Source: an optimization exercise on an open RTL-to-GDS flow (aim: small area). Production flows keep margins and buffers that such runs may drop. In this exercise RTL edits were held to simulation tests only and were not proved equivalent to the original. The clock input has no modelled driver; a real chip could not lean on it and would need a root buffer or a full tree. Power and IR drop assume default switching activity.

// bnn_spi_top
module bnn_spi_top (
  input  logic       clk,
  input  logic       rst_n,
  input  logic       spi_sclk,
  input  logic       spi_mosi,
  input  logic       spi_cs_n,
  output logic [3:0] result_out,
  output logic       result_ready,
  output logic       status_ready,
  output logic       send_image,
  output logic [2:0] fsm_state
);
Size: ~160 flip-flops, about 15 I/O pins, about 0.0059 sq mm of cells after synthesis.
Settings: LEC_CHECK=0, CAP_MARGIN=20, CORE_MARGIN=2, CORE_UTILIZATION=40, SLEW_MARGIN=20; clock period 20.0 ns.
standard.sh (not shown) runs the stock make flow with config.mk's settings and CLKGATE_MAP_FILE= SYNTH_SCRIPT=/design/flow/synth_recipe.tcl, a recipe that flattens the netlist after the stock synthesis.
==> flow/flow/run.sh <==
#!/bin/bash
# Standard layout (the standard.sh, so ORFS's synthesis, floorplan, power
# grid, placement, routing and finishing are unchanged), except:
#  - after the floorplan, the combinational logic is re-mapped for area by
#    OpenROAD's restructure (flow/restructure.tcl);
#  - the clock tree is built by flow/cts_manual.tcl in place of TritonCTS's
#    H-tree: the clock port drives one root inverter, which drives CTS_NLEAF
#    leaf inverters, each driving one cluster of register clock pins, so
#    every register sees the clock through the same two inversions;
#  - ports are buffered with buf_1.
# Each tool's output goes to its own log under orfs/logs, and make's output
# to standard.log.
set -euo pipefail
here=$(pwd)
export POST_FLOORPLAN_TCL=$here/flow/restructure.tcl
export PRE_CTS_TCL=$here/flow/cts_manual.tcl
export CTS_NLEAF=7
export CTS_LEAF_CELL=sky130_fd_sc_hd__inv_8
export CTS_ROOT_CELL=sky130_fd_sc_hd__inv_8
export BUFFER_PORTS_ARGS="-buffer_cell sky130_fd_sc_hd__buf_1"
bash standard.sh > standard.log 2>&1
==> flow/flow/cts_manual.tcl <==
# Clock tree built here in place of TritonCTS's H-tree: the clock port
# drives one root buffer or inverter, which drives NLEAF leaf buffers or
# inverters (of one kind, so each register sees the clock through the same
# cells), each driving one cluster of register clock pins (k-means on pin
# location with a cap on the cluster size). ORFS's cts.tcl sources this hook
# and then calls repair_clock_inverters and clock_tree_synthesis, redefined
# below: the first would split the leaf inverters per register, the second
# only propagates the clock now. The rest of cts.tcl (placement
# legalisation, timing repair) runs as usual.
set nleaf [expr {[info exists ::env(CTS_NLEAF)] ? $::env(CTS_NLEAF) : 6}]
set leaf_cell [expr {[info exists ::env(CTS_LEAF_CELL)] ? $::env(CTS_LEAF_CELL) : "sky130_fd_sc_hd__clkbuf_16"}]
set root_cell [expr {[info exists ::env(CTS_ROOT_CELL)] ? $::env(CTS_ROOT_CELL) : "sky130_fd_sc_hd__clkbuf_16"}]
set block [ord::get_db_block]
set clk_net [$block findNet clk]
set sinks {}
foreach it [$clk_net getITerms] {
  set bb [[$it getInst] getBBox]
  lappend sinks [list $it [expr {([$bb xMin] + [$bb xMax]) / 2.0}] [expr {([$bb yMin] + [$bb yMax]) / 2.0}]]
}
set n [llength $sinks]
set cap [expr {int(ceil(double($n) / $nleaf))}]
puts "manual cts: $n sinks, $nleaf leaf buffers of at most $cap sinks"
set sorted [lsort -real -index 1 $sinks]
set cx {}; set cy {}
for {set k 0} {$k < $nleaf} {incr k} {
  set s [lindex $sorted [expr {int(($k + 0.5) * $n / $nleaf)}]]
  lappend cx [lindex $s 1]; lappend cy [lindex $s 2]
}
for {set iter 0} {$iter < 40} {incr iter} {
  # order sinks by how much they lose if not given their nearest centre
  set order {}
  set idx 0
  foreach s $sinks {
    set ds {}
    for {set k 0} {$k < $nleaf} {incr k} {
      lappend ds [list $k [expr {abs([lindex $s 1] - [lindex $cx $k]) + abs([lindex $s 2] - [lindex $cy $k])}]]
    }
    set ds [lsort -real -index 1 $ds]
    set regret [expr {[lindex $ds 1 1] - [lindex $ds 0 1]}]
    lappend order [list $idx $regret $ds]
    incr idx
  }
  set order [lsort -real -decreasing -index 1 $order]
  for {set k 0} {$k < $nleaf} {incr k} { set cnt($k) 0; set sx($k) 0.0; set sy($k) 0.0 }
  foreach o $order {
    set i [lindex $o 0]
    foreach kd [lindex $o 2] {
      set k [lindex $kd 0]
      if {$cnt($k) < $cap} { break }
    }
    set asg($i) $k
    incr cnt($k)
    set s [lindex $sinks $i]
    set sx($k) [expr {$sx($k) + [lindex $s 1]}]
    set sy($k) [expr {$sy($k) + [lindex $s 2]}]
  }
  set cx {}; set cy {}
  for {set k 0} {$k < $nleaf} {incr k} {
    lappend cx [expr {$sx($k) / max($cnt($k), 1)}]
    lappend cy [expr {$sy($k) / max($cnt($k), 1)}]
  }
}
set db [ord::get_db]
# Buffers drive X, inverters Y; with inverters both levels invert, so the
# registers still see the clock's own polarity.
proc out_iterm {inst} {
  set it [$inst findITerm X]
  if {$it eq "NULL" || $it eq ""} { set it [$inst findITerm Y] }
  return $it
}
if {$root_cell eq "none"} {
  set root_net $clk_net
} else {
  set root [odb::dbInst_create $block [$db findMaster $root_cell] "clkbuf_manual_root"]
  set rx 0.0; set ry 0.0
  for {set k 0} {$k < $nleaf} {incr k} { set rx [expr {$rx + [lindex $cx $k]}]; set ry [expr {$ry + [lindex $cy $k]}] }
  $root setLocation [expr {int($rx / $nleaf)}] [expr {int($ry / $nleaf)}]
  $root setPlacementStatus PLACED
  set root_net [odb::dbNet_create $block "clknet_manual_root"]
  $root_net setSigType CLOCK
  [$root findITerm A] connect $clk_net
  [out_iterm $root] connect $root_net
}
for {set k 0} {$k < $nleaf} {incr k} {
  set inst [odb::dbInst_create $block [$db findMaster $leaf_cell] "clkbuf_manual_$k"]
  $inst setLocation [expr {int([lindex $cx $k])}] [expr {int([lindex $cy $k])}]
  $inst setPlacementStatus PLACED
  set net [odb::dbNet_create $block "clknet_manual_$k"]
  $net setSigType CLOCK
  [$inst findITerm A] connect $root_net
  [out_iterm $inst] connect $net
  set leafnet($k) $net
  puts "manual cts: leaf $k at [lindex $cx $k] [lindex $cy $k], $cnt($k) sinks"
}
set i 0
foreach s $sinks {
  set it [lindex $s 0]
  $it disconnect
  $it connect $leafnet($asg($i))
  incr i
}
$clk_net setSigType CLOCK
# cts.tcl would next clone clock inverters next to each register load, which
# would undo an inverter tree; the tree above needs no such repair.
proc repair_clock_inverters {args} {
  puts "manual cts: repair_clock_inverters $args skipped"
}
proc clock_tree_synthesis {args} {
  puts "manual cts: clock_tree_synthesis $args replaced by the tree above"
  set_propagated_clock [all_clocks]
}
Other scripts of this flow, unchanged in this note and not shown: flow/flow/lib_filter.py, flow/flow/restructure.tcl
Then changed:
- CORE_UTILIZATION: 40 -> 60
What happened:
- synthesized cell count stays the same
- setup slack is better by 100 ps
- maximum frequency is higher by about 1.6%
- first-iteration DRC count increases by about 0.5%
- routed wire length is about the same
Then changed:
==> flow/flow/run.sh (replaced) <==
#!/bin/bash
# Standard layout, except:
#  - after the floorplan, the combinational logic is re-mapped for area by
#    OpenROAD's restructure (flow/restructure.tcl);
#  - the clock tree is a root buffer and a few clustered leaf buffers built
#    by flow/cts_manual.tcl in place of TritonCTS's H-tree;
#  - ports are buffered with buf_1.
# Each tool's output goes to the ORFS logs under orfs/logs, and make's own
# output to standard.log.
set -euo pipefail
here=$(pwd)
export POST_FLOORPLAN_TCL=$here/flow/restructure.tcl
export PRE_CTS_TCL=$here/flow/cts_manual.tcl
export CTS_NLEAF=7
export CTS_LEAF_CELL=sky130_fd_sc_hd__inv_8
export CTS_ROOT_CELL=sky130_fd_sc_hd__inv_8
export BUFFER_PORTS_ARGS="-buffer_cell sky130_fd_sc_hd__buf_1"
bash standard.sh > standard.log 2>&1
--- a/flow/flow/cts_manual.tcl
+++ b/flow/flow/cts_manual.tcl
@@ -1,11 +1,9 @@
 # Clock tree built here in place of TritonCTS's H-tree: the clock port
-# drives one root buffer or inverter, which drives NLEAF leaf buffers or
-# inverters (of one kind, so each register sees the clock through the same
-# cells), each driving one cluster of register clock pins (k-means on pin
-# location with a cap on the cluster size). ORFS's cts.tcl sources this hook
-# and then calls repair_clock_inverters and clock_tree_synthesis, redefined
-# below: the first would split the leaf inverters per register, the second
-# only propagates the clock now. The rest of cts.tcl (placement
-# legalisation, timing repair) runs as usual.
+# drives one root buffer (or inverter), which drives NLEAF leaf buffers (or
+# inverters), each driving one
+# cluster of register clock pins (k-means on pin location with a cap on the
+# cluster size). ORFS's cts.tcl sources this hook and then calls
+# clock_tree_synthesis, redefined below to only propagate the clock; the
+# rest of cts.tcl (placement legalisation, timing repair) runs as usual.
 set nleaf [expr {[info exists ::env(CTS_NLEAF)] ? $::env(CTS_NLEAF) : 6}]
 set leaf_cell [expr {[info exists ::env(CTS_LEAF_CELL)] ? $::env(CTS_LEAF_CELL) : "sky130_fd_sc_hd__clkbuf_16"}]
- CORE_UTILIZATION: 60 -> 40
Outcome:
- worst hold slack is worse by 8.3 ps
- setup slack degrades by 100 ps
- clock power hardly moves
- cell count went up by 7.4%
Then changed:
--- a/flow/flow/run.sh
+++ b/flow/flow/run.sh
@@ -12,7 +12,7 @@
 export POST_FLOORPLAN_TCL=$here/flow/restructure.tcl
 export PRE_CTS_TCL=$here/flow/cts_manual.tcl
-export CTS_NLEAF=7
-export CTS_LEAF_CELL=sky130_fd_sc_hd__inv_8
-export CTS_ROOT_CELL=sky130_fd_sc_hd__inv_8
+export CTS_NLEAF=6
+export CTS_LEAF_CELL=sky130_fd_sc_hd__clkbuf_16
+export CTS_ROOT_CELL=sky130_fd_sc_hd__clkbuf_8
 export BUFFER_PORTS_ARGS="-buffer_cell sky130_fd_sc_hd__buf_1"
 bash standard.sh > standard.log 2>&1
--- a/flow/flow/cts_manual.tcl
+++ b/flow/flow/cts_manual.tcl
@@ -1,5 +1,4 @@
 # Clock tree built here in place of TritonCTS's H-tree: the clock port
-# drives one root buffer (or inverter), which drives NLEAF leaf buffers (or
-# inverters), each driving one
+# drives one root buffer, which drives NLEAF leaf buffers, each driving one
 # cluster of register clock pins (k-means on pin location with a cap on the
 # cluster size). ORFS's cts.tcl sources this hook and then calls
@@ -60,11 +59,4 @@
 }
 set db [ord::get_db]
-# Buffers drive X, inverters Y; with inverters both levels invert, so the
-# registers still see the clock's own polarity.
-proc out_iterm {inst} {
-  set it [$inst findITerm X]
-  if {$it eq "NULL" || $it eq ""} { set it [$inst findITerm Y] }
-  return $it
-}
 if {$root_cell eq "none"} {
   set root_net $clk_net
@@ -78,5 +70,5 @@
   $root_net setSigType CLOCK
   [$root findITerm A] connect $clk_net
-  [out_iterm $root] connect $root_net
+  [$root findITerm X] connect $root_net
 }
 for {set k 0} {$k < $nleaf} {incr k} {
@@ -87,5 +79,5 @@
   $net setSigType CLOCK
   [$inst findITerm A] connect $root_net
-  [out_iterm $inst] connect $net
+  [$inst findITerm X] connect $net
   set leafnet($k) $net
   puts "manual cts: leaf $k at [lindex $cx $k] [lindex $cy $k], $cnt($k) sinks"
@@ -99,9 +91,4 @@
 }
 $clk_net setSigType CLOCK
-# cts.tcl would next clone clock inverters next to each register load, which
-# would undo an inverter tree; the tree above needs no such repair.
-proc repair_clock_inverters {args} {
-  puts "manual cts: repair_clock_inverters $args skipped"
-}
 proc clock_tree_synthesis {args} {
   puts "manual cts: clock_tree_synthesis $args replaced by the tree above"
Result: The changed run finished with timing, DRC and antenna clean; routed wire length is about the same; via count is about the same; worst hold slack is better by 6.8 ps; global-route usage hardly moves; synthesized cell count does not change; worst setup slack is worse by 170 ps.
Then changed:
--- a/flow/flow/run.sh
+++ b/flow/flow/run.sh
@@ -13,6 +13,6 @@
 export PRE_CTS_TCL=$here/flow/cts_manual.tcl
 export CTS_NLEAF=6
-export CTS_LEAF_CELL=sky130_fd_sc_hd__clkbuf_16
-export CTS_ROOT_CELL=sky130_fd_sc_hd__clkbuf_8
+export CTS_LEAF_CELL=sky130_fd_sc_hd__inv_16
+export CTS_ROOT_CELL=sky130_fd_sc_hd__inv_8
 export BUFFER_PORTS_ARGS="-buffer_cell sky130_fd_sc_hd__buf_1"
 bash standard.sh > standard.log 2>&1
--- a/flow/flow/cts_manual.tcl
+++ b/flow/flow/cts_manual.tcl
@@ -1,4 +1,5 @@
 # Clock tree built here in place of TritonCTS's H-tree: the clock port
-# drives one root buffer, which drives NLEAF leaf buffers, each driving one
+# drives one root buffer (or inverter), which drives NLEAF leaf buffers (or
+# inverters), each driving one
 # cluster of register clock pins (k-means on pin location with a cap on the
 # cluster size). ORFS's cts.tcl sources this hook and then calls
@@ -59,4 +60,11 @@
 }
 set db [ord::get_db]
+# Buffers drive X, inverters Y; with inverters both levels invert, so the
+# registers still see the clock's own polarity.
+proc out_iterm {inst} {
+  set it [$inst findITerm X]
+  if {$it eq "NULL" || $it eq ""} { set it [$inst findITerm Y] }
+  return $it
+}
 if {$root_cell eq "none"} {
   set root_net $clk_net
@@ -70,5 +78,5 @@
   $root_net setSigType CLOCK
   [$root findITerm A] connect $clk_net
-  [$root findITerm X] connect $root_net
+  [out_iterm $root] connect $root_net
 }
 for {set k 0} {$k < $nleaf} {incr k} {
@@ -79,5 +87,5 @@
   $net setSigType CLOCK
   [$inst findITerm A] connect $root_net
-  [$inst findITerm X] connect $net
+  [out_iterm $inst] connect $net
   set leafnet($k) $net
   puts "manual cts: leaf $k at [lindex $cx $k] [lindex $cy $k], $cnt($k) sinks"
@@ -91,4 +99,9 @@
 }
 $clk_net setSigType CLOCK
+# cts.tcl would next clone clock inverters next to each register load, which
+# would undo an inverter tree; the tree above needs no such repair.
+proc repair_clock_inverters {args} {
+  puts "manual cts: repair_clock_inverters $args skipped"
+}
 proc clock_tree_synthesis {args} {
   puts "manual cts: clock_tree_synthesis $args replaced by the tree above"
After rerunning: Total power came out lower slightly. Sequential power barely changes. Hold slack is worse by 3.3 ps. Maximum frequency came out higher by a few percent. Via count came out lower slightly. Wire length barely changes. Core utilization came out lower by 0.22 points. Worst setup slack is better by 160 ps. Flip-flop and latch count is unchanged. Cell count is unchanged.
No run of this note takes its clock network from TritonCTS; it comes from the design's own scripts or RTL.

## afterwards: timing with drivers on the ports
How much do the figures lean on ideal ports? The routed layouts below were timed once more, with nothing changed but the port constraints.
Step 1 (the two cells are an assumption about what drives the block):
set clk [get_ports {clk}]
set_driving_cell -lib_cell sky130_fd_sc_hd__clkbuf_16 $clk
set_driving_cell -lib_cell sky130_fd_sc_hd__buf_2 [delete_from_list [all_inputs] $clk]
Step 2 adds t to the input delays and takes it off the output delays; t is the mean of the earliest and latest rising clock arrival at the registers after step 1. Input paths then give back, and output paths get back, about the clock's delay inside the block.
a / b / c = ideal ports / drivers / drivers and shift; a / b = the first two.
run	t, ns	setup slack, ns	worst slew at a driven data input, ns	pins driven straight from the clock port
the first run	0.257	13.707 / 13.657 / 13.913	0.03	1
the second run	0.252	13.808 / 13.760 / 14.012	0.03	1
the third run	0.257	13.707 / 13.657 / 13.913	0.03	1
the fourth run	0.426	13.540 / 13.508 / 13.935	0.03	1
the fifth run	0.290	13.697 / 13.646 / 13.936	0.03	1
After both steps every run listed still meets setup and hold.
